From an optimization exercise on the open Yosys and OpenROAD flow, aimed at small area and a short achievable clock period; shortcuts taken in it are not production practice.
Power and IR drop assume default switching activity.

Design chu_vga_card_flip_core, start of the top module:
module chu_vga_card_flip_core (
    input  logic        clk,
    input  logic        reset_n,
    input  logic [10:0] x,
    input  logic [10:0] y,
    input  logic        cs,
    input  logic        write,
    input  logic [13:0] addr,
    input  logic [31:0] wr_data,
    output logic [31:0] rd_data,
    output logic [13:0] glyph_addr,
    input  logic        glyph_pix,
    input  logic [11:0] si_rgb,
    output logic [11:0] so_rgb
);
    logic [5:0]  r_code [256];
    logic        r_hid  [256];
    logic        r_wv;        
    logic        r_wc;        
    logic [7:0]  r_wa;
    logic [6:0]  r_wd;
    logic        r_busy;      
    logic        r_clr;       
    logic [7:0]  r_slot;
    logic [4:0]  r_progress;
    logic        r_frame_cnt;
    logic [1:0]  r_mode;
    logic [11:0] r_fg;
    logic        r_prev_origin;
    logic        r_v1;
    logic [7:0]  r_pslot;
    logic [3:0]  r_yin;
    logic [3:0]  r_xin;
    logic [11:0] r_si1;
    logic [11:0] r_si2;
    logic        w_tile_wr;
    logic        w_reg_wr;
    logic        w_flip_start;
    logic        w_origin;
    logic        w_strobe;
    logic        w_busy;
    logic        w_eng_clear;
    logic [7:0]  w_pix_slot;
    logic [6:0]  w_ent;
    logic        w_reveal;
    logic [5:0]  w_eff_code;
    logic [11:0] w_avg;
    logic [11:0] w_blend;
    assign w_tile_wr    = cs & write & ~addr[13];
    assign w_reg_wr     = cs & write & addr[13];
    assign w_flip_start = w_reg_wr && (addr[2:0] == 3'd2);
    assign w_origin     = (x == 11'd0) && (y == 11'd0);
    assign w_strobe     = w_origin & ~r_prev_origin;
    assign w_busy       = r_busy;
    assign w_eng_clear  = r_clr && !w_tile_wr;
    assign w_pix_slot   = {y[6:4], x[8:4]};
    assign rd_data      = {w_busy, 23'd0, 3'd0, r_progress};
    always_ff @(posedge clk) begin
        r_wv <= w_tile_wr | w_eng_clear;
        r_wc <= w_tile_wr;
  ...
==> module chu_vga_card_flip_core, before the edit <==
module chu_vga_card_flip_core (
    input  logic        clk,
    input  logic        reset_n,
    input  logic [10:0] x,
    input  logic [10:0] y,
    input  logic        cs,
    input  logic        write,
    input  logic [13:0] addr,
    input  logic [31:0] wr_data,
    output logic [31:0] rd_data,
    output logic [13:0] glyph_addr,
    input  logic        glyph_pix,
    input  logic [11:0] si_rgb,
    output logic [11:0] so_rgb
);
    logic [5:0]  r_code [256];
    logic        r_hid  [256];
    logic        r_wv;        
    logic        r_wc;        
    logic [7:0]  r_wa;
    logic [6:0]  r_wd;
    logic        r_busy;      
    logic        r_clr;       
    logic [7:0]  r_slot;
    logic [4:0]  r_progress;
    logic        r_frame_cnt;
    logic [1:0]  r_mode;
    logic [11:0] r_fg;
    logic        r_prev_origin;
    logic        r_v1;
    logic [7:0]  r_pslot;
    logic [3:0]  r_yin;
    logic [3:0]  r_xin;
    logic [11:0] r_si1;
    logic [11:0] r_si2;
    logic        w_tile_wr;
    logic        w_reg_wr;
    logic        w_flip_start;
    logic        w_origin;
    logic        w_strobe;
    logic        w_busy;
    logic        w_eng_clear;
    logic [7:0]  w_pix_slot;
    logic [6:0]  w_ent;
    logic        w_reveal;
    logic [5:0]  w_eff_code;
    logic [11:0] w_avg;
    logic [11:0] w_blend;
    assign w_tile_wr    = cs & write & ~addr[13];
    assign w_reg_wr     = cs & write & addr[13];
    assign w_flip_start = w_reg_wr && (addr[2:0] == 3'd2);
    assign w_origin     = (x == 11'd0) && (y == 11'd0);
    assign w_strobe     = w_origin & ~r_prev_origin;
    assign w_busy       = r_busy;
    assign w_eng_clear  = r_clr && !w_tile_wr;
    assign w_pix_slot   = {y[6:4], x[8:4]};
    assign rd_data      = {w_busy, 23'd0, 3'd0, r_progress};
    always_ff @(posedge clk) begin
        r_wv <= w_tile_wr | w_eng_clear;
        r_wc <= w_tile_wr;
        r_wa <= w_tile_wr ? addr[7:0] : r_slot;
        r_wd <= {w_tile_wr & wr_data[8], wr_data[5:0]};
    end
    always_ff @(posedge clk) begin
        if (r_wc) r_code[r_wa] <= r_wd[5:0];
        if (r_wv) r_hid[r_wa]  <= r_wd[6];
    end
    always_ff @(posedge clk or negedge reset_n) begin
        if (!reset_n) begin
            r_mode <= 2'b00;
            r_fg   <= 12'hFFF;
        end else if (w_reg_wr) begin
            case (addr[2:0])
                3'd0:    r_mode <= wr_data[1:0];
                3'd1:    r_fg   <= wr_data[11:0];
                default: ;
            endcase
        end
    end
    always_ff @(posedge clk or negedge reset_n) begin
        if (!reset_n) r_prev_origin <= 1'b0;
        else          r_prev_origin <= w_origin;
    end
    logic       w_step;       
    logic [4:0] w_prog_inc;
    assign w_step     = r_busy & ~r_clr & r_frame_cnt & ~r_prev_origin;
    assign w_prog_inc = r_progress + 5'd1;
    always_ff @(posedge clk or negedge reset_n) begin
        if (!reset_n) begin
            r_busy      <= 1'b0;
            r_clr       <= 1'b0;
            r_slot      <= '0;
            r_progress  <= '0;
            r_frame_cnt <= 1'b0;
        end else if (!r_busy) begin
            if (w_flip_start) begin
                r_busy      <= 1'b1;
                r_slot      <= wr_data[7:0];
                r_progress  <= '0;
                r_frame_cnt <= 1'b0;
            end
        end else if (r_clr) begin
            if (!w_tile_wr) begin
                r_busy <= 1'b0;
                r_clr  <= 1'b0;
            end
        end else if (w_origin && !r_prev_origin) begin
            r_frame_cnt <= ~r_frame_cnt;
            if (w_step) begin
                r_progress <= w_prog_inc;
                r_clr      <= w_prog_inc[4];
            end
        end
    end
    always_ff @(posedge clk or negedge reset_n) begin
        if (!reset_n) begin
            r_v1    <= 1'b0;
            r_pslot <= '0;
            r_yin   <= '0;
            r_xin   <= '0;
            r_si1   <= '0;
        end else begin
            r_v1    <= 1'b1;
            r_pslot <= w_pix_slot;
            r_yin   <= y[3:0];
            r_xin   <= x[3:0];
            r_si1   <= si_rgb;
        end
    end
    logic [15:0]  w_lo;
    logic [15:0]  w_hi;
    logic [255:0] w_sel;
    logic [6:0]   w_rd;
    always_comb begin
        for (int j = 0; j < 16; j++) begin
            w_lo[j] = (r_pslot[3:0] == 4'(j));
            w_hi[j] = r_v1 && (r_pslot[7:4] == 4'(j));
        end
        for (int i = 0; i < 256; i++) w_sel[i] = w_hi[i/16] & w_lo[i%16];
    end
    for (genvar b = 0; b < 7; b++) begin : g_rd
        logic [255:0] w_d;
        logic [85:0]  w_t_n;
        for (genvar i = 0; i < 256; i++) begin : g_d
            if (b == 6) begin : g_h
                assign w_d[i] = r_hid[i];
            end else begin : g_c
                assign w_d[i] = r_code[i][b];
            end
        end
        for (genvar g = 0; g < 85; g++) begin : g_t
            card_aoi222 u_t (
                .a1(w_sel[3*g]),   .a2(w_d[3*g]),
                .b1(w_sel[3*g+1]), .b2(w_d[3*g+1]),
                .c1(w_sel[3*g+2]), .c2(w_d[3*g+2]),
                .y (w_t_n[g])
            );
        end
        assign w_t_n[85] = ~(w_sel[255] & w_d[255]);
        assign w_rd[b]   = ~&w_t_n;
    end
    assign w_ent      = w_rd;
    assign w_reveal   = w_busy && (r_pslot == r_slot) && ({1'b0, r_yin} < r_progress);
    assign w_eff_code = (w_ent[6] && !w_reveal) ? 6'd63 : w_ent[5:0];
    always_ff @(posedge clk or negedge reset_n) begin
        if (!reset_n) begin
            glyph_addr <= '0;
            r_si2      <= '0;
            so_rgb     <= '0;
        end else begin
            glyph_addr <= {w_eff_code, r_yin, r_xin};
            r_si2      <= r_si1;
            so_rgb     <= w_blend;
        end
    end
    for (genvar i = 0; i < 3; i++) begin : g_ch
        logic [4:0] w_sum;
        assign w_sum = {1'b0, r_fg[i*4 +: 4]} + {1'b0, r_si2[i*4 +: 4]};
        assign w_avg[i*4 +: 4] = w_sum[4:1];
    end
    always_comb begin
        w_blend = r_si2;
        case (r_mode)
            2'b01:   w_blend = r_si2;
            2'b10:   if (glyph_pix) w_blend = w_avg;
            default: if (glyph_pix) w_blend = r_fg;
        endcase
    end
endmodule
Settings: LEC_CHECK=0, CAP_MARGIN=20, CORE_MARGIN=2, CORE_UTILIZATION=40, SLEW_MARGIN=20, SYNTH_HIERARCHICAL=1; clock period 10.0 ns.
standard.sh (not shown) runs the stock make flow with config.mk's settings and CLKGATE_MAP_FILE= SYNTH_SCRIPT=/design/flow/synth_recipe.tcl, a recipe that flattens the netlist after the stock synthesis.
==> flow/flow/run.sh <==
#!/bin/bash
set -euo pipefail
cd "$(dirname "$0")/.."
bash standard.sh SETUP_SLACK_MARGIN=6.6 finish > standard_flow.log 2>&1
The first run finished with timing, DRC and antenna clean.
Change:
--- a/flow/design.v
+++ b/flow/design.v
@@ -30,6 +30,7 @@
     logic [11:0] r_fg;
     logic        r_prev_origin;
-    logic        r_v1;
-    logic [7:0]  r_pslot;
+    logic [15:0] r_rlo_n;     
+    logic [15:0] r_rhi_n;     
+    logic        r_match;     
     logic [3:0]  r_yin;
     logic [3:0]  r_xin;
@@ -115,14 +116,18 @@
         end
     end
+    logic [7:0]  w_slot_nx;
+    assign w_slot_nx = (!r_busy && w_flip_start) ? wr_data[7:0] : r_slot;
+    always_ff @(posedge clk) begin
+        for (int j = 0; j < 16; j++) r_rlo_n[j] <= (w_pix_slot[3:0] != 4'(j));
+        r_match <= (w_pix_slot == w_slot_nx);
+    end
     always_ff @(posedge clk or negedge reset_n) begin
         if (!reset_n) begin
-            r_v1    <= 1'b0;
-            r_pslot <= '0;
+            r_rhi_n <= '1;
             r_yin   <= '0;
             r_xin   <= '0;
             r_si1   <= '0;
         end else begin
-            r_v1    <= 1'b1;
-            r_pslot <= w_pix_slot;
+            for (int j = 0; j < 16; j++) r_rhi_n[j] <= (w_pix_slot[7:4] != 4'(j));
             r_yin   <= y[3:0];
             r_xin   <= x[3:0];
@@ -130,14 +135,8 @@
         end
     end
-    logic [15:0]  w_lo;
-    logic [15:0]  w_hi;
     logic [255:0] w_sel;
     logic [6:0]   w_rd;
     always_comb begin
-        for (int j = 0; j < 16; j++) begin
-            w_lo[j] = (r_pslot[3:0] == 4'(j));
-            w_hi[j] = r_v1 && (r_pslot[7:4] == 4'(j));
-        end
-        for (int i = 0; i < 256; i++) w_sel[i] = w_hi[i/16] & w_lo[i%16];
+        for (int i = 0; i < 256; i++) w_sel[i] = ~(r_rhi_n[i/16] | r_rlo_n[i%16]);
     end
     for (genvar b = 0; b < 7; b++) begin : g_rd
@@ -163,5 +162,5 @@
     end
     assign w_ent      = w_rd;
-    assign w_reveal   = w_busy && (r_pslot == r_slot) && ({1'b0, r_yin} < r_progress);
+    assign w_reveal   = w_busy && r_match && ({1'b0, r_yin} < r_progress);
     assign w_eff_code = (w_ent[6] && !w_reveal) ? 6'd63 : w_ent[5:0];
     always_ff @(posedge clk or negedge reset_n) begin
Setup slack improved by 170 ps. Area after synthesis climbs by 0.96%. Clock skew climbs by 3.9 ps. Power barely changes. First-iteration DRC count drops by 6.2%.
No functional check of the RTL was part of any run of this note.

==> afterwards: timing with drivers on the ports <==
In the flow no input, the clock included, has a driving cell. The finished layouts below were timed again as built, in two steps.
Step 1, drivers: a clkbuf_16 drives clk and a buf_2 each remaining input, both assumed.
Step 2 adds t to the input delays and takes it off the output delays; t is the mean of the earliest and latest rising clock arrival at the registers after step 1. Input paths then give back, and output paths get back, about the clock's delay inside the block.
Three values: ideal ports, drivers, drivers and shift; two values: the first two.
run | t (ns) | slack for setup (ns) | worst setup path after step 2 | worst data-port slew with drivers (ns)
the first run | 0.905 | 6.238 / 6.238 / 5.784 | input to register | 0.06
the second run | 0.887 | 6.405 / 6.405 / 5.907 | input to register | 0.07
After both steps setup and hold are still met in every run listed. The setup slack of the second run, which loses most, moves by 0.000 ns with the drivers and by -0.498 ns with both steps.
